Source: an optimization exercise on an open RTL-to-GDS flow (aim: small area, a short achievable clock period and few clock cycles per item). Production flows keep margins and buffers that such runs may drop.
Only simulation tests tie the RTL to the original design; equivalence was not proved.
Power and IR drop assume default switching activity.

==> run a <==
## depth_to_point_unprojection
module depth_to_point_unprojection (
    input  logic        i_clk,
    input  logic        i_rst_n,
    input  logic        i_valid,
    output logic        o_stall,
    input  logic [24:0] i_depth_code,
    output logic        o_valid,
    input  logic        i_stall,
    output logic [31:0] o_point_x,
    output logic [31:0] o_point_y,
    output logic [31:0] o_point_z,
    input  logic        i_cfg_we,
    input  logic [2:0]  i_cfg_index,
    input  logic [31:0] i_cfg_data
);
    logic [12:0] r_w, r_h;
    logic [6:0]  r_cs, r_rs;
    logic [31:0] r_near, r_far, r_ifx, r_ify;
    logic [32:0] r_m;
    logic [34:0] r_m3;
    logic [5:0]  br;
    logic [3:0]  half;
    logic [4:0]  askh;
    logic        mode32, nfok;
    logic        push, qfull, qvalid, pop, adone, take, anx, any;
    logic [JOB_W-1:0] fjob, qjob;
    logic [55:0] ad;
    logic [44:0] aax, aay;
    always_ff @(posedge i_clk) begin
        if (!i_rst_n) begin
            r_w <= 13'd1200; r_h <= 13'd900; r_cs <= 7'd10; r_rs <= 7'd10;
            r_near <= 32'd655; r_far <= 32'd3276800;
            r_ifx <= 32'd2966000; r_ify <= 32'd2966000;
        end else if (i_cfg_we) begin
            case (i_cfg_index)
                REG_WIDTH:  r_w    <= i_cfg_data[12:0];
                REG_HEIGHT: r_h    <= i_cfg_data[12:0];
  ...
==> flow/config.mk <==
export PLATFORM = sky130hd
export DESIGN_NAME = depth_to_point_unprojection
export DESIGN_NICKNAME = depth_to_point_unprojection
export VERILOG_FILES = /design/flow/design.v
export SDC_FILE = /design/flow/constraint.sdc
export NUM_CORES = 4
export LEC_CHECK = 0
export CAP_MARGIN = 20
export CORE_MARGIN = 2
export CORE_UTILIZATION = 40
export PLACE_DENSITY = 0.6
export SLEW_MARGIN = 20
==> flow/constraint.sdc <==
create_clock -name core_clock -period 14.0 [get_ports {i_clk}]
set_input_delay 2.8000 -clock core_clock [delete_from_list [all_inputs] [get_ports {i_clk}]]
set_output_delay 2.8000 -clock core_clock [all_outputs]
set_load 0.01 [all_outputs]
run.sh (not shown) runs the stock make flow with config.mk's settings and CLKGATE_MAP_FILE= SYNTH_SCRIPT=/design/flow/synth_recipe.tcl, a recipe that flattens the netlist after the stock synthesis.
==> run b: changes against run a <==
--- a/flow/design.v
+++ b/flow/design.v
@@ -118,15 +118,19 @@
     logic        r_div;          
     logic        r_tail;         
     logic        r_out;          
     logic        r_axl;          
     logic        r_hv;           
     logic        r_first;        
     logic        r_nfm, r_nft;   
-    logic        r_nfok;
+    logic        r_nfok, r_nfok0;
+    logic        r_cfgd;         
+    logic        r_mode32, r_fz;
+    logic [3:0]  r_half;
+    logic [1:0]  r_fb;           
     logic [63:0] r_nf;
     logic [4:0]  r_cnt;
     logic [4:0]  r_len, r_lenp;  
     logic [55:0] r_r, r_d;
     logic [57:0] r_d3;
     logic [31:0] r_z;
     logic [44:0] r_ax, r_ay;
@@ -134,55 +138,47 @@
     logic        r_ovx, r_ovy;
     logic [1:0]  r_q;
     logic        r_nx, r_ny, r_nxp, r_nyp;
     logic        mode32, fz, last, hold, step, load, nfstart, q1, q0;
     logic [23:0] nfv;
     logic [3:0]  half;
     logic [4:0]  len;
-    logic [1:0]  fb;
     logic [31:0] zm;
     logic [57:0] t;
     logic [58:0] s1, s2, s3;
     logic        g1, g2, g3;
     logic [55:0] rn;
     logic [66:0] ax0, ay0;
     logic [66:0] hx, hy;
-    assign mode32  = (i_near[31:24] != '0) || (i_far[31:24] != '0);
-    assign fz      = i_far == '0;
     assign nfv     = i_near[23:0] | i_far[23:0];
     always_comb begin
         half = 4'd1;
         for (int i = 0; i < 24; i++) if (nfv[i]) half = 4'(i / 2 + 1);
-        o_br = 6'd0;
-        for (int i = 0; i < 48; i++) if (r_nf[i]) o_br = 6'(i + 1);
     end
-    assign o_half   = half;
-    assign o_mode32 = mode32;
+    always_ff @(posedge i_clk) begin
+        r_mode32 <= (i_near[31:24] != '0) || (i_far[31:24] != '0);
+        r_fz     <= i_far == '0;
+        r_half   <= half;
+        o_br     <= 6'd0;
+        for (int i = 0; i < 48; i++) if (r_nf[i]) o_br <= 6'(i + 1);
+    end
+    assign mode32   = r_mode32;
+    assign fz       = r_fz;
+    assign o_half   = r_half;
+    assign o_mode32 = r_mode32;
     assign o_nfok   = r_nfok;
-    assign len      = mode32 ? 5'd16 : 5'({1'b0, half} - i_skh);
+    assign len      = mode32 ? 5'd16 : 5'({1'b0, r_half} - i_skh);
     assign last    = r_div && (r_cnt == '0);
     assign hold    = last && (o_valid || r_tail || r_out);    
     assign step    = r_div && !hold;
     assign load    = (!r_div || step && last) && !r_axl && r_nfok && i_valid;
     assign nfstart = !r_div && !r_tail && !r_out && !r_axl && !r_nfm && !r_nft
-                     && !r_nfok && !i_cfg_we;
+                     && !r_nfok && !r_nfok0 && !i_cfg_we && !r_cfgd;
     assign o_take  = load;
-    always_comb begin
-        fb = 2'b00;
-        if (mode32) begin
-            case (r_cnt)
-                5'd15: fb = r_nf[7:6];
-                5'd14: fb = r_nf[5:4];
-                5'd13: fb = r_nf[3:2];
-                5'd12: fb = r_nf[1:0];
-                default: fb = 2'b00;
-            endcase
-        end
-    end
-    assign t  = {r_r, fb};
+    assign t  = {r_r, r_fb};
     assign s1 = {1'b0, t} - {3'b0, r_d};
     assign s2 = {1'b0, t} - {2'b0, r_d, 1'b0};
     assign s3 = {1'b0, t} - {1'b0, r_d3};
     assign g1 = !s1[58];
     assign g2 = !s2[58];
     assign g3 = !s3[58];
     assign rn = g3 ? s3[55:0] : g2 ? s2[55:0] : g1 ? s1[55:0] : t[55:0];
@@ -207,48 +203,60 @@
             r_tail  <= 1'b0;
             r_out   <= 1'b0;
             r_axl   <= 1'b0;
             r_hv    <= 1'b0;
             r_nfm   <= 1'b0;
             r_nft   <= 1'b0;
             r_nfok  <= 1'b0;
+            r_nfok0 <= 1'b0;
             o_valid <= 1'b0;
         end else begin
             if (o_valid && !i_stall) o_valid <= 1'b0;
             if (r_out) o_valid <= 1'b1;
             r_tail <= step && last;
             r_out  <= r_tail;
             r_axl  <= load;
             r_hv   <= r_nfm || step;
             if (load) r_div <= 1'b1;
             else if (step && last) r_div <= 1'b0;
             r_nfm <= i_cfg_we ? 1'b0 : nfstart ? 1'b1 : (r_nfm && r_cnt == '0) ? 1'b0 : r_nfm;
             r_nft <= !i_cfg_we && r_nfm && r_cnt == '0;
+            r_nfok0 <= !i_cfg_we && r_nft;
             if (i_cfg_we) r_nfok <= 1'b0;
-            else if (r_nft) r_nfok <= 1'b1;
+            else if (r_nfok0) r_nfok <= 1'b1;
         end
     end
     always_ff @(posedge i_clk) begin
         if (load) begin
             r_cnt  <= len - 5'd1;
             r_r    <= mode32 ? r_nf[63:8] : r_nf[55:0] << {i_skh, 1'b0};
             r_d    <= i_d;
             r_d3   <= {2'b0, i_d} + {1'b0, i_d, 1'b0};
         end else if (nfstart) begin
-            r_cnt  <= mode32 ? 5'd15 : 5'(5'd27 - {1'b0, half});
+            r_cnt  <= mode32 ? 5'd15 : 5'(5'd27 - {1'b0, r_half});
         end else if (r_nfm) begin
             r_cnt  <= r_cnt - 5'd1;
         end else if (step) begin
             r_cnt  <= r_cnt - 5'd1;
             r_r    <= rn;
         end
         if (nfstart) r_z <= i_far;
         else if (r_nfm) r_z <= {r_z[29:0], 2'b0};
         else if (step) r_z <= {r_z[29:0], q1, q0};
         if (load) r_len <= len;
+        r_cfgd <= i_cfg_we || !i_rst_n;
+        if (load) r_fb <= mode32 ? r_nf[7:6] : 2'b00;
+        else if (step) begin
+            case (r_cnt)
+                5'd15: r_fb <= mode32 ? r_nf[5:4] : 2'b00;
+                5'd14: r_fb <= mode32 ? r_nf[3:2] : 2'b00;
+                5'd13: r_fb <= mode32 ? r_nf[1:0] : 2'b00;
+                default: r_fb <= 2'b00;
+            endcase
+        end
         if (step && last) r_lenp <= r_len;
         if (r_nfm) r_q <= r_z[31:30];
         else if (step) r_q <= {q1, q0};
         if (r_axl) r_first <= 1'b1;
         else if (r_hv) r_first <= 1'b0;
         if (r_tail) begin
             o_z <= zm[31] ? 32'h80000000 : 32'd0 - zm;
==> summary.md <==
| Metric | Value |
|---|---|
| Critical path startpoint | u_pre.r_dl[1]$_DFFE_PP_ |
| Inverters | approximately 780 |
| Final Wtd Congestion | 0.967 |
| Post-route cell area | 94900 sq um |
| Wirelength per Cell | 22.0 um |
| Run status | no timing/DRC/antenna violations |
| Min Tclk post-route | 7.64 ns |
| Final core occ | between 40% and 50% |
| Multi-In Gates | 7435 |
| Most common library cells after synthesis | nand2_1 (1469), a21oi_1 (824), inv_1 (778) |
| Tot Pwr | 13.1 mW |
| Met1 WL | 128 mm |
| Share of layout cells above drive strength 1 | around 4.7% |
| PD cells | about 140 nW/um^2 |
-- figures above: run a

==> summary.md <==
| Metric | Value |
|---|---|
| Tot Pwr | approximately 12 mW |
| Worst Hold Class | reg -> reg |
| PD cells | roughly 130 nW/um^2 |
| Post-route cell area | just under 100000 sq um |
| Most common library cells after synthesis | nand2_1 (1513), inv_1 (766), edfxtp_1 (715) |
| Inverters | between 700 and 800 |
| Critical path startpoint | u_pre.r_dl[2]$_DFFE_PP_ |
| Final core occ | between 40% and 50% |
| Met1 WL | between 100 and 150 mm |
| Run status | no timing/DRC/antenna violations |
| Final Wtd Congestion | ~0.95 |
| WP buf/inv | 3 |
| Wirelength per Cell | approximately 22 um |
| Share of layout cells above drive strength 1 | about 4.7% |
-- figures above: run b

Testbench counts of run a, summed over its fixed seeds: cycles 24,040, points 2,345.
Testbench counts of run b, summed over its fixed seeds: cycles 24,072, points 2,345.

==> v17 <==
Another version of the RTL of depth_to_point_unprojection (not shown whole).
clock: 14.0 ns
lec_check: 0
cap_margin: 20
core_margin: 2
core_utilization: 40
place_density: 0.6
slew_margin: 20
==> inputs of v8, as changes to v17 <==
--- a/flow/design.v
+++ b/flow/design.v
@@ -118,32 +118,34 @@
     output logic [31:0] o_z
 );
     logic        r_div;          
     logic        r_tail;         
     logic        r_out;          
     logic        r_axl;          
     logic        r_hv;           
     logic        r_first;        
+    logic        r_firstn;       
     logic        r_nfm, r_nft;   
     logic        r_nfok, r_nfok0;
     logic        r_cfgd;         
     logic        r_mode32, r_fz;
     logic [3:0]  r_half;
     logic [1:0]  r_fb;           
     logic [63:0] r_nf;
     logic [4:0]  r_cnt;
     logic [4:0]  r_len, r_lenp;  
     logic [55:0] r_r, r_d;
     logic [57:0] r_d3;
     logic [31:0] r_z;
     logic [44:0] r_ax, r_ay;
     logic [66:0] r_accx, r_accy;
     logic        r_ovx, r_ovy;
     logic [1:0]  r_q;
+    logic [1:0]  r_qn;           
     logic        r_nx, r_ny, r_nxp, r_nyp;
     logic        mode32, fz, last, hold, step, load, nfstart, q1, q0;
     logic [23:0] nfv;
     logic [3:0]  half;
     logic [4:0]  len;
     logic [31:0] zm;
     logic [57:0] t;
     logic [58:0] s1, s2, s3;
@@ -189,21 +191,21 @@
     assign g3 = !s3[58];
     assign rn = g3 ? s3[55:0] : g2 ? s2[55:0] : g1 ? s1[55:0] : t[55:0];
     assign q1 = g2 && !fz;
     assign q0 = (g3 || g1 && !g2) && !fz;
     always_comb begin
         for (int i = 0; i < 32; i++) zm[i] = r_z[i] && (5'(i / 2) < r_lenp);
     end
     assign ax0 = r_first ? 67'd0 : r_accx;
-    assign ay0 = r_first ? 67'd0 : r_accy;
+    assign ay0 = !r_firstn ? 67'd0 : r_accy;
     assign hx = {ax0[64:0], 2'b0} + (r_q[1] ? {21'b0, r_ax, 1'b0} : 67'd0)
                                   + (r_q[0] ? {22'b0, r_ax} : 67'd0);
-    assign hy = {ay0[64:0], 2'b0} + (r_q[1] ? {21'b0, r_ay, 1'b0} : 67'd0)
-                                  + (r_q[0] ? {22'b0, r_ay} : 67'd0);
+    assign hy = {ay0[64:0], 2'b0} + (!r_qn[1] ? {21'b0, r_ay, 1'b0} : 67'd0)
+                                  + (!r_qn[0] ? {22'b0, r_ay} : 67'd0);
     function automatic logic [31:0] f_sat(input logic ov, input logic [30:0] m, input logic neg);
         if (ov) f_sat = neg ? 32'h80000000 : 32'h7FFFFFFF;
         else    f_sat = neg ? 32'd0 - {1'b0, m} : {1'b0, m};
     endfunction
     always_ff @(posedge i_clk) begin
         if (!i_rst_n) begin
             r_div   <= 1'b0;
             r_tail  <= 1'b0;
@@ -257,18 +259,22 @@
                 5'd14: r_fb <= mode32 ? r_nf[3:2] : 2'b00;
                 5'd13: r_fb <= mode32 ? r_nf[1:0] : 2'b00;
                 default: r_fb <= 2'b00;
             endcase
         end
         if (step && last) r_lenp <= r_len;
         if (r_nfm) r_q <= r_z[31:30];
         else if (step) r_q <= {q1, q0};
+        if (r_nfm) r_qn <= ~r_z[31:30];
+        else if (step) r_qn <= ~{q1, q0};
         if (r_axl) r_first <= 1'b1;
         else if (r_hv) r_first <= 1'b0;
+        if (r_axl) r_firstn <= 1'b0;
+        else if (r_hv) r_firstn <= 1'b1;
         if (r_tail) begin
             o_z <= zm[31] ? 32'h80000000 : 32'd0 - zm;
         end
         if (r_axl) begin
             r_ax   <= i_ax;
             r_ay   <= i_ay;
             r_nxp  <= i_nx;
             r_nyp  <= i_ny;
@@ -281,17 +287,17 @@
         end
         if (nfstart) begin
             r_accx <= '0;
             r_ovx  <= 1'b0;
         end else if (r_hv) begin
             r_accx <= hx;
             r_accy <= hy;
             r_ovx  <= !r_first && (r_ovx || r_accx[66:64] != '0);
-            r_ovy  <= !r_first && (r_ovy || r_accy[66:64] != '0);
+            r_ovy  <= r_firstn && (r_ovy || r_accy[66:64] != '0);
         end
         if (r_nft) r_nf <= hx[63:0];
         if (r_out) begin
             o_x <= f_sat(r_ovx || r_accx[66:64] != '0, r_accx[63:33], r_nx);
             o_y <= f_sat(r_ovy || r_accy[66:64] != '0, r_accy[63:33], r_ny);
         end
     end
 endmodule
@@ -321,50 +327,51 @@
     output logic [44:0] o_ay,
     output logic        o_nx,
     output logic        o_ny
 );
     logic        r_busy, r_done, r_taken;
     logic [2:0]  r_cnt;
     logic [37:0] r_dh;           
     logic [23:0] r_dl;           
+    logic [2:0]  r_s0, r_s1, r_s0n, r_s1n;    
     logic [31:0] r_xh, r_yh;
     logic [13:0] r_xl, r_yl;     
     logic        r_cy;
     logic        fstep;
     logic [37:0] m1, m2, m3, p0, p1, ds;
     logic [31:0] dhf;
     logic [33:0] xs, ys;
     logic [23:0] jd;
     logic [4:0]  bd, lo, r_bd, r_lo;
-    logic [5:0]  e1, e2, eb, sk, skm;
+    logic [5:0]  e1, e2, eb, sk, skm, r_eb;
     assign fstep  = r_cnt == 3'd6;
     assign o_pop  = i_valid && i_nfok && (!r_busy || r_taken);
     assign o_done = r_done;
     assign o_d    = {r_dh[31:0], r_dl};
     assign o_ax   = {r_xh[30:0], r_xl};
     assign o_ay   = {r_yh[30:0], r_yl};
     assign o_ny   = !r_cy;
     assign m1 = {{5{i_m[32]}}, i_m};
     assign m2 = {{4{i_m[32]}}, i_m, 1'b0};
     assign m3 = {{3{i_m3[34]}}, i_m3};
     always_comb begin
-        case (r_dl[1:0])
-            2'd0: p0 = '0;
-            2'd1: p0 = m1;
-            2'd2: p0 = m2;
-            default: p0 = m3;
-        endcase
-        case (r_dl[3:2])
-            2'd0: p1 = '0;
-            2'd1: p1 = m1;
-            2'd2: p1 = m2;
-            default: p1 = m3;
-        endcase
+        for (int i = 0; i < 38; i++) begin
+            if (i < 19) begin
+                p0[i] = (r_s0[0] & m1[i]) | (r_s0[1] & m2[i]) | (r_s0[2] & m3[i]);
+                p1[i] = (r_s1[0] & m1[i]) | (r_s1[1] & m2[i]) | (r_s1[2] & m3[i]);
+            end else begin
+                p0[i] = (!r_s0n[0] & m1[i]) | (!r_s0n[1] & m2[i]) | (!r_s0n[2] & m3[i]);
+                p1[i] = (!r_s1n[0] & m1[i]) | (!r_s1n[1] & m2[i]) | (!r_s1n[2] & m3[i]);
+            end
+        end
     end
+    function automatic logic [2:0] f_sel(input logic [1:0] dg);
+        f_sel = {dg == 2'd3, dg == 2'd2, dg == 2'd1};
+    endfunction
     assign ds  = r_dh + p0 + {p1[35:0], 2'b0};
     assign dhf = r_dh[31:0] + i_far;
     assign xs  = {2'b0, r_xh} + (r_xl[0] ? {2'b0, i_ifx} : 34'd0)
                               + (r_xl[1] ? {1'b0, i_ifx, 1'b0} : 34'd0);
     assign ys  = {2'b0, r_yh} + (r_yl[0] ? {2'b0, i_ify} : 34'd0)
                               + (r_yl[1] ? {1'b0, i_ify, 1'b0} : 34'd0);
     assign jd = i_job[23:0];
     always_comb begin
@@ -372,17 +379,17 @@
         for (int i = 0; i < 24; i++) if (jd[i]) bd = 5'(i + 1);
         lo = 5'd24;
         for (int i = 0; i < 24; i++) if (!jd[i]) lo = 5'(23 - i);
     end
     assign e1 = (i_bf == '0 || r_lo == 5'd24) ? 6'd0 : i_bf + {1'b0, 5'd23 - r_lo};
     assign e2 = (i_bn == '0 || r_bd == '0) ? 6'd0 : i_bn + {1'b0, r_bd} - 6'd1;
     assign eb = (e1 > e2) ? e1 : e2;
     assign skm = {1'b0, i_half, 1'b0} - 6'd2;
-    assign sk  = (i_mode32 || eb <= i_br + 6'd1) ? 6'd0 : eb - i_br - 6'd1;
+    assign sk  = (i_mode32 || r_eb <= i_br + 6'd1) ? 6'd0 : r_eb - i_br - 6'd1;
     always_ff @(posedge i_clk) begin
         if (!i_rst_n) begin
             r_busy  <= 1'b0;
             r_done  <= 1'b0;
             r_taken <= 1'b0;
         end else if (o_pop) begin
             r_busy  <= 1'b1;
             r_done  <= 1'b0;
@@ -397,32 +404,41 @@
             r_done  <= 1'b1;
         end
     end
     always_ff @(posedge i_clk) begin
         if (o_pop) begin
             r_cnt <= 3'd0;
             r_dh  <= '0;
             r_dl  <= jd;
+            r_s0  <= f_sel(jd[1:0]);
+            r_s1  <= f_sel(jd[3:2]);
+            r_s0n <= ~f_sel(jd[1:0]);
+            r_s1n <= ~f_sel(jd[3:2]);
             r_bd  <= bd;
             r_lo  <= lo;
             r_xh  <= i_job[37] ? i_ifx : 32'd0;
             r_xl  <= {1'b0, i_job[36:24]};
             o_nx  <= i_job[37];
             r_yh  <= i_job[51] ? i_ify : 32'd0;
             r_yl  <= {1'b0, i_job[50:38]};
             r_cy  <= i_job[51];
         end else if (r_busy && !r_done && !r_taken) begin
             r_cnt <= r_cnt + 3'd1;
-            if (r_cnt == 3'd0) o_skh <= (sk > skm) ? skm[5:1] : sk[5:1];
+            if (r_cnt == 3'd0) r_eb <= eb;
+            if (r_cnt == 3'd1) o_skh <= (sk > skm) ? skm[5:1] : sk[5:1];
             if (fstep) begin
                 r_dh[31:0] <= dhf;
             end else begin
                 r_dh <= {{4{ds[37]}}, ds[37:4]};
                 r_dl <= {ds[3:0], r_dl[23:4]};
+                r_s0  <= f_sel(r_dl[5:4]);
+                r_s1  <= f_sel(r_dl[7:6]);
+                r_s0n <= ~f_sel(r_dl[5:4]);
+                r_s1n <= ~f_sel(r_dl[7:6]);
             end
             r_xh <= xs[33:2];
             r_xl <= {xs[1:0], r_xl[13:2]};
             r_yh <= ys[33:2];
             r_yl <= {ys[1:0], r_yl[13:2]};
         end
     end
 endmodule
==> flow/config.mk (replaced) <==
export PLATFORM = sky130hd
export DESIGN_NAME = depth_to_point_unprojection
export DESIGN_NICKNAME = depth_to_point_unprojection
export VERILOG_FILES = /design/flow/design.v
export SDC_FILE = /design/flow/constraint.sdc
export NUM_CORES = 4
export LEC_CHECK = 0
export CAP_MARGIN = 20
export CORE_MARGIN = 2
export CORE_UTILIZATION = 60
export PLACE_DENSITY = 0.75
export SLEW_MARGIN = 20
==> inputs of v31, as changes to v17 <==
--- a/flow/design.v
+++ b/flow/design.v
@@ -118,32 +118,34 @@
     output logic [31:0] o_z
 );
     logic        r_div;          
     logic        r_tail;         
     logic        r_out;          
     logic        r_axl;          
     logic        r_hv;           
     logic        r_first;        
+    logic        r_firstn;       
     logic        r_nfm, r_nft;   
     logic        r_nfok, r_nfok0;
     logic        r_cfgd;         
     logic        r_mode32, r_fz;
     logic [3:0]  r_half;
     logic [1:0]  r_fb;           
     logic [63:0] r_nf;
     logic [4:0]  r_cnt;
     logic [4:0]  r_len, r_lenp;  
     logic [55:0] r_r, r_d;
     logic [57:0] r_d3;
     logic [31:0] r_z;
     logic [44:0] r_ax, r_ay;
     logic [66:0] r_accx, r_accy;
     logic        r_ovx, r_ovy;
     logic [1:0]  r_q;
+    logic [1:0]  r_qn;           
     logic        r_nx, r_ny, r_nxp, r_nyp;
     logic        mode32, fz, last, hold, step, load, nfstart, q1, q0;
     logic [23:0] nfv;
     logic [3:0]  half;
     logic [4:0]  len;
     logic [31:0] zm;
     logic [57:0] t;
     logic [58:0] s1, s2, s3;
@@ -189,21 +191,21 @@
     assign g3 = !s3[58];
     assign rn = g3 ? s3[55:0] : g2 ? s2[55:0] : g1 ? s1[55:0] : t[55:0];
     assign q1 = g2 && !fz;
     assign q0 = (g3 || g1 && !g2) && !fz;
     always_comb begin
         for (int i = 0; i < 32; i++) zm[i] = r_z[i] && (5'(i / 2) < r_lenp);
     end
     assign ax0 = r_first ? 67'd0 : r_accx;
-    assign ay0 = r_first ? 67'd0 : r_accy;
+    assign ay0 = !r_firstn ? 67'd0 : r_accy;
     assign hx = {ax0[64:0], 2'b0} + (r_q[1] ? {21'b0, r_ax, 1'b0} : 67'd0)
                                   + (r_q[0] ? {22'b0, r_ax} : 67'd0);
-    assign hy = {ay0[64:0], 2'b0} + (r_q[1] ? {21'b0, r_ay, 1'b0} : 67'd0)
-                                  + (r_q[0] ? {22'b0, r_ay} : 67'd0);
+    assign hy = {ay0[64:0], 2'b0} + (!r_qn[1] ? {21'b0, r_ay, 1'b0} : 67'd0)
+                                  + (!r_qn[0] ? {22'b0, r_ay} : 67'd0);
     function automatic logic [31:0] f_sat(input logic ov, input logic [30:0] m, input logic neg);
         if (ov) f_sat = neg ? 32'h80000000 : 32'h7FFFFFFF;
         else    f_sat = neg ? 32'd0 - {1'b0, m} : {1'b0, m};
     endfunction
     always_ff @(posedge i_clk) begin
         if (!i_rst_n) begin
             r_div   <= 1'b0;
             r_tail  <= 1'b0;
@@ -257,18 +259,22 @@
                 5'd14: r_fb <= mode32 ? r_nf[3:2] : 2'b00;
                 5'd13: r_fb <= mode32 ? r_nf[1:0] : 2'b00;
                 default: r_fb <= 2'b00;
             endcase
         end
         if (step && last) r_lenp <= r_len;
         if (r_nfm) r_q <= r_z[31:30];
         else if (step) r_q <= {q1, q0};
+        if (r_nfm) r_qn <= ~r_z[31:30];
+        else if (step) r_qn <= ~{q1, q0};
         if (r_axl) r_first <= 1'b1;
         else if (r_hv) r_first <= 1'b0;
+        if (r_axl) r_firstn <= 1'b0;
+        else if (r_hv) r_firstn <= 1'b1;
         if (r_tail) begin
             o_z <= zm[31] ? 32'h80000000 : 32'd0 - zm;
         end
         if (r_axl) begin
             r_ax   <= i_ax;
             r_ay   <= i_ay;
             r_nxp  <= i_nx;
             r_nyp  <= i_ny;
@@ -281,17 +287,17 @@
         end
         if (nfstart) begin
             r_accx <= '0;
             r_ovx  <= 1'b0;
         end else if (r_hv) begin
             r_accx <= hx;
             r_accy <= hy;
             r_ovx  <= !r_first && (r_ovx || r_accx[66:64] != '0);
-            r_ovy  <= !r_first && (r_ovy || r_accy[66:64] != '0);
+            r_ovy  <= r_firstn && (r_ovy || r_accy[66:64] != '0);
         end
         if (r_nft) r_nf <= hx[63:0];
         if (r_out) begin
             o_x <= f_sat(r_ovx || r_accx[66:64] != '0, r_accx[63:33], r_nx);
             o_y <= f_sat(r_ovy || r_accy[66:64] != '0, r_accy[63:33], r_ny);
         end
     end
 endmodule
@@ -321,50 +327,51 @@
     output logic [44:0] o_ay,
     output logic        o_nx,
     output logic        o_ny
 );
     logic        r_busy, r_done, r_taken;
     logic [2:0]  r_cnt;
     logic [37:0] r_dh;           
     logic [23:0] r_dl;           
+    logic [2:0]  r_s0, r_s1, r_s0n, r_s1n;    
     logic [31:0] r_xh, r_yh;
     logic [13:0] r_xl, r_yl;     
     logic        r_cy;
     logic        fstep;
     logic [37:0] m1, m2, m3, p0, p1, ds;
     logic [31:0] dhf;
     logic [33:0] xs, ys;
     logic [23:0] jd;
     logic [4:0]  bd, lo, r_bd, r_lo;
-    logic [5:0]  e1, e2, eb, sk, skm;
+    logic [5:0]  e1, e2, eb, sk, skm, r_eb;
     assign fstep  = r_cnt == 3'd6;
     assign o_pop  = i_valid && i_nfok && (!r_busy || r_taken);
     assign o_done = r_done;
     assign o_d    = {r_dh[31:0], r_dl};
     assign o_ax   = {r_xh[30:0], r_xl};
     assign o_ay   = {r_yh[30:0], r_yl};
     assign o_ny   = !r_cy;
     assign m1 = {{5{i_m[32]}}, i_m};
     assign m2 = {{4{i_m[32]}}, i_m, 1'b0};
     assign m3 = {{3{i_m3[34]}}, i_m3};
     always_comb begin
-        case (r_dl[1:0])
-            2'd0: p0 = '0;
-            2'd1: p0 = m1;
-            2'd2: p0 = m2;
-            default: p0 = m3;
-        endcase
-        case (r_dl[3:2])
-            2'd0: p1 = '0;
-            2'd1: p1 = m1;
-            2'd2: p1 = m2;
-            default: p1 = m3;
-        endcase
+        for (int i = 0; i < 38; i++) begin
+            if (i < 19) begin
+                p0[i] = (r_s0[0] & m1[i]) | (r_s0[1] & m2[i]) | (r_s0[2] & m3[i]);
+                p1[i] = (r_s1[0] & m1[i]) | (r_s1[1] & m2[i]) | (r_s1[2] & m3[i]);
+            end else begin
+                p0[i] = (!r_s0n[0] & m1[i]) | (!r_s0n[1] & m2[i]) | (!r_s0n[2] & m3[i]);
+                p1[i] = (!r_s1n[0] & m1[i]) | (!r_s1n[1] & m2[i]) | (!r_s1n[2] & m3[i]);
+            end
+        end
     end
+    function automatic logic [2:0] f_sel(input logic [1:0] dg);
+        f_sel = {dg == 2'd3, dg == 2'd2, dg == 2'd1};
+    endfunction
     assign ds  = r_dh + p0 + {p1[35:0], 2'b0};
     assign dhf = r_dh[31:0] + i_far;
     assign xs  = {2'b0, r_xh} + (r_xl[0] ? {2'b0, i_ifx} : 34'd0)
                               + (r_xl[1] ? {1'b0, i_ifx, 1'b0} : 34'd0);
     assign ys  = {2'b0, r_yh} + (r_yl[0] ? {2'b0, i_ify} : 34'd0)
                               + (r_yl[1] ? {1'b0, i_ify, 1'b0} : 34'd0);
     assign jd = i_job[23:0];
     always_comb begin
@@ -372,17 +379,17 @@
         for (int i = 0; i < 24; i++) if (jd[i]) bd = 5'(i + 1);
         lo = 5'd24;
         for (int i = 0; i < 24; i++) if (!jd[i]) lo = 5'(23 - i);
     end
     assign e1 = (i_bf == '0 || r_lo == 5'd24) ? 6'd0 : i_bf + {1'b0, 5'd23 - r_lo};
     assign e2 = (i_bn == '0 || r_bd == '0) ? 6'd0 : i_bn + {1'b0, r_bd} - 6'd1;
     assign eb = (e1 > e2) ? e1 : e2;
     assign skm = {1'b0, i_half, 1'b0} - 6'd2;
-    assign sk  = (i_mode32 || eb <= i_br + 6'd1) ? 6'd0 : eb - i_br - 6'd1;
+    assign sk  = (i_mode32 || r_eb <= i_br + 6'd1) ? 6'd0 : r_eb - i_br - 6'd1;
     always_ff @(posedge i_clk) begin
         if (!i_rst_n) begin
             r_busy  <= 1'b0;
             r_done  <= 1'b0;
             r_taken <= 1'b0;
         end else if (o_pop) begin
             r_busy  <= 1'b1;
             r_done  <= 1'b0;
@@ -397,32 +404,41 @@
             r_done  <= 1'b1;
         end
     end
     always_ff @(posedge i_clk) begin
         if (o_pop) begin
             r_cnt <= 3'd0;
             r_dh  <= '0;
             r_dl  <= jd;
+            r_s0  <= f_sel(jd[1:0]);
+            r_s1  <= f_sel(jd[3:2]);
+            r_s0n <= ~f_sel(jd[1:0]);
+            r_s1n <= ~f_sel(jd[3:2]);
             r_bd  <= bd;
             r_lo  <= lo;
             r_xh  <= i_job[37] ? i_ifx : 32'd0;
             r_xl  <= {1'b0, i_job[36:24]};
             o_nx  <= i_job[37];
             r_yh  <= i_job[51] ? i_ify : 32'd0;
             r_yl  <= {1'b0, i_job[50:38]};
             r_cy  <= i_job[51];
         end else if (r_busy && !r_done && !r_taken) begin
             r_cnt <= r_cnt + 3'd1;
-            if (r_cnt == 3'd0) o_skh <= (sk > skm) ? skm[5:1] : sk[5:1];
+            if (r_cnt == 3'd0) r_eb <= eb;
+            if (r_cnt == 3'd1) o_skh <= (sk > skm) ? skm[5:1] : sk[5:1];
             if (fstep) begin
                 r_dh[31:0] <= dhf;
             end else begin
                 r_dh <= {{4{ds[37]}}, ds[37:4]};
                 r_dl <= {ds[3:0], r_dl[23:4]};
+                r_s0  <= f_sel(r_dl[5:4]);
+                r_s1  <= f_sel(r_dl[7:6]);
+                r_s0n <= ~f_sel(r_dl[5:4]);
+                r_s1n <= ~f_sel(r_dl[7:6]);
             end
             r_xh <= xs[33:2];
             r_xl <= {xs[1:0], r_xl[13:2]};
             r_yh <= ys[33:2];
             r_yl <= {ys[1:0], r_yl[13:2]};
         end
     end
 endmodule
==> flow/flow/run.sh (new file) <==
#!/bin/bash
# Standard layout, with ORFS's timing repair asked to keep 10.3 ns of setup
# slack (the clock and constraints are unchanged), so it sizes the critical
# paths instead of stopping at 0 slack.
set -e
echo "export SETUP_SLACK_MARGIN = 10.3" >> config.mk
bash standard.sh > standard_flow.log 2>&1
==> flow/standard.sh (new file) <==
#!/bin/bash
# synth_recipe.tcl (not shown) runs the flow's synth.tcl, then flattens the netlist and writes it again
# the make line also repeats each setting of config.mk as NAME=value (left out here)
make -C /OpenROAD-flow-scripts/flow DESIGN_CONFIG=/design/flow/config.mk WORK_HOME=/design/flow/orfs CLKGATE_MAP_FILE= SYNTH_SCRIPT=/design/flow/synth_recipe.tcl "${@:-finish}"
==> flow/config.mk (replaced) <==
export PLATFORM = sky130hd
export DESIGN_NAME = depth_to_point_unprojection
export DESIGN_NICKNAME = depth_to_point_unprojection
export VERILOG_FILES = /design/flow/design.v
export SDC_FILE = /design/flow/constraint.sdc
export NUM_CORES = 4
export LEC_CHECK = 0
export CAP_MARGIN = 20
export CORE_MARGIN = 2
export CORE_UTILIZATION = 60
export PLACE_DENSITY = 0.75
export SLEW_MARGIN = 20
export SETUP_SLACK_MARGIN = 10.3
removed: flow/run.sh
==> qor summary <==
                                                              v8           v17              v31
Result of the run               no timing/DRC/antenna violations  no timing/DRC/antenna violations  failed layout checks
Violated checks                                                -             -       slew limit
Area enclosed by the die boundary                     149000 um2    219000 um2       149000 um2
#FFs+latches synth                                          1169          1148             1169
Buffer share of cell area                                  2.26%         2.45%            8.65%
Sequential share of cell area                              32.4%         31.7%            28.6%
Area fraction in compound gates after synthesis            19.4%         20.0%            19.4%
Cell area after layout                                 95300 um2     95500 um2       108000 um2
Reg-to-Reg Start                                   u_div.r_d3[0]  u_div.r_q[0]     u_div.r_q[1]
Largest net degree at the start of global routing            153            92              134
Mean routed wirelength per cell                          22.9 um       21.8 um          24.8 um
Number of standard cells after synthesis                    9996          9848             9996
Worst Setup Slack, final                                 7810 ps       7630 ps          9150 ps
Maximum vdd drop                                        0.122 mV     0.0898 mV         0.127 mV
Post-synthesis to final-layout area growth                 8.83%         10.9%            23.7%
CP bufs+invs                                                   1             4                6
Clock network area share                                   4.81%         5.08%            3.91%
Cell Area, Placed                                      90700 um2     90600 um2        91600 um2
Placement row count                                          140           170              140
RePlAce Congestion                                          1.02         0.986             1.05
Testbench counts of v17, summed over its fixed seeds: cycles 25,065, points 2,345.
Testbench counts of v8, summed over its fixed seeds: cycles 25,065, points 2,345.
Testbench counts of v31, summed over its fixed seeds: cycles 25,065, points 2,345.

==> static timing again, ports no longer ideal <==
How much do the figures lean on ideal ports? The routed layouts below were timed once more, with nothing changed but the port constraints. Step 1 (the two cells are an assumption about what drives the block):
set clk [get_ports {i_clk}]
set_driving_cell -lib_cell sky130_fd_sc_hd__clkbuf_16 $clk
set_driving_cell -lib_cell sky130_fd_sc_hd__buf_2 [delete_from_list [all_inputs] $clk]
Step 2 also shifts input and output timing later by t, the mid clock arrival at the registers, as if the neighbouring blocks saw the same clock. Slacks: ideal / step 1 / step 2; pairs: ideal / step 1.
run	t, ns	setup slack, ns	cell pins on the clock port's net
run a	0.873	6.361 / 6.361 / 6.361	1
run b	0.876	6.784 / 6.784 / 6.784	1
v17	0.895	7.635 / 7.635 / 7.635	1
v8	0.876	7.813 / 7.813 / 7.664	1
v31	0.883	9.152 / 9.152 / 9.152	1
The setup slack of v8, which loses most, moves by 0.000 ns with the drivers and by -0.149 ns with both steps.
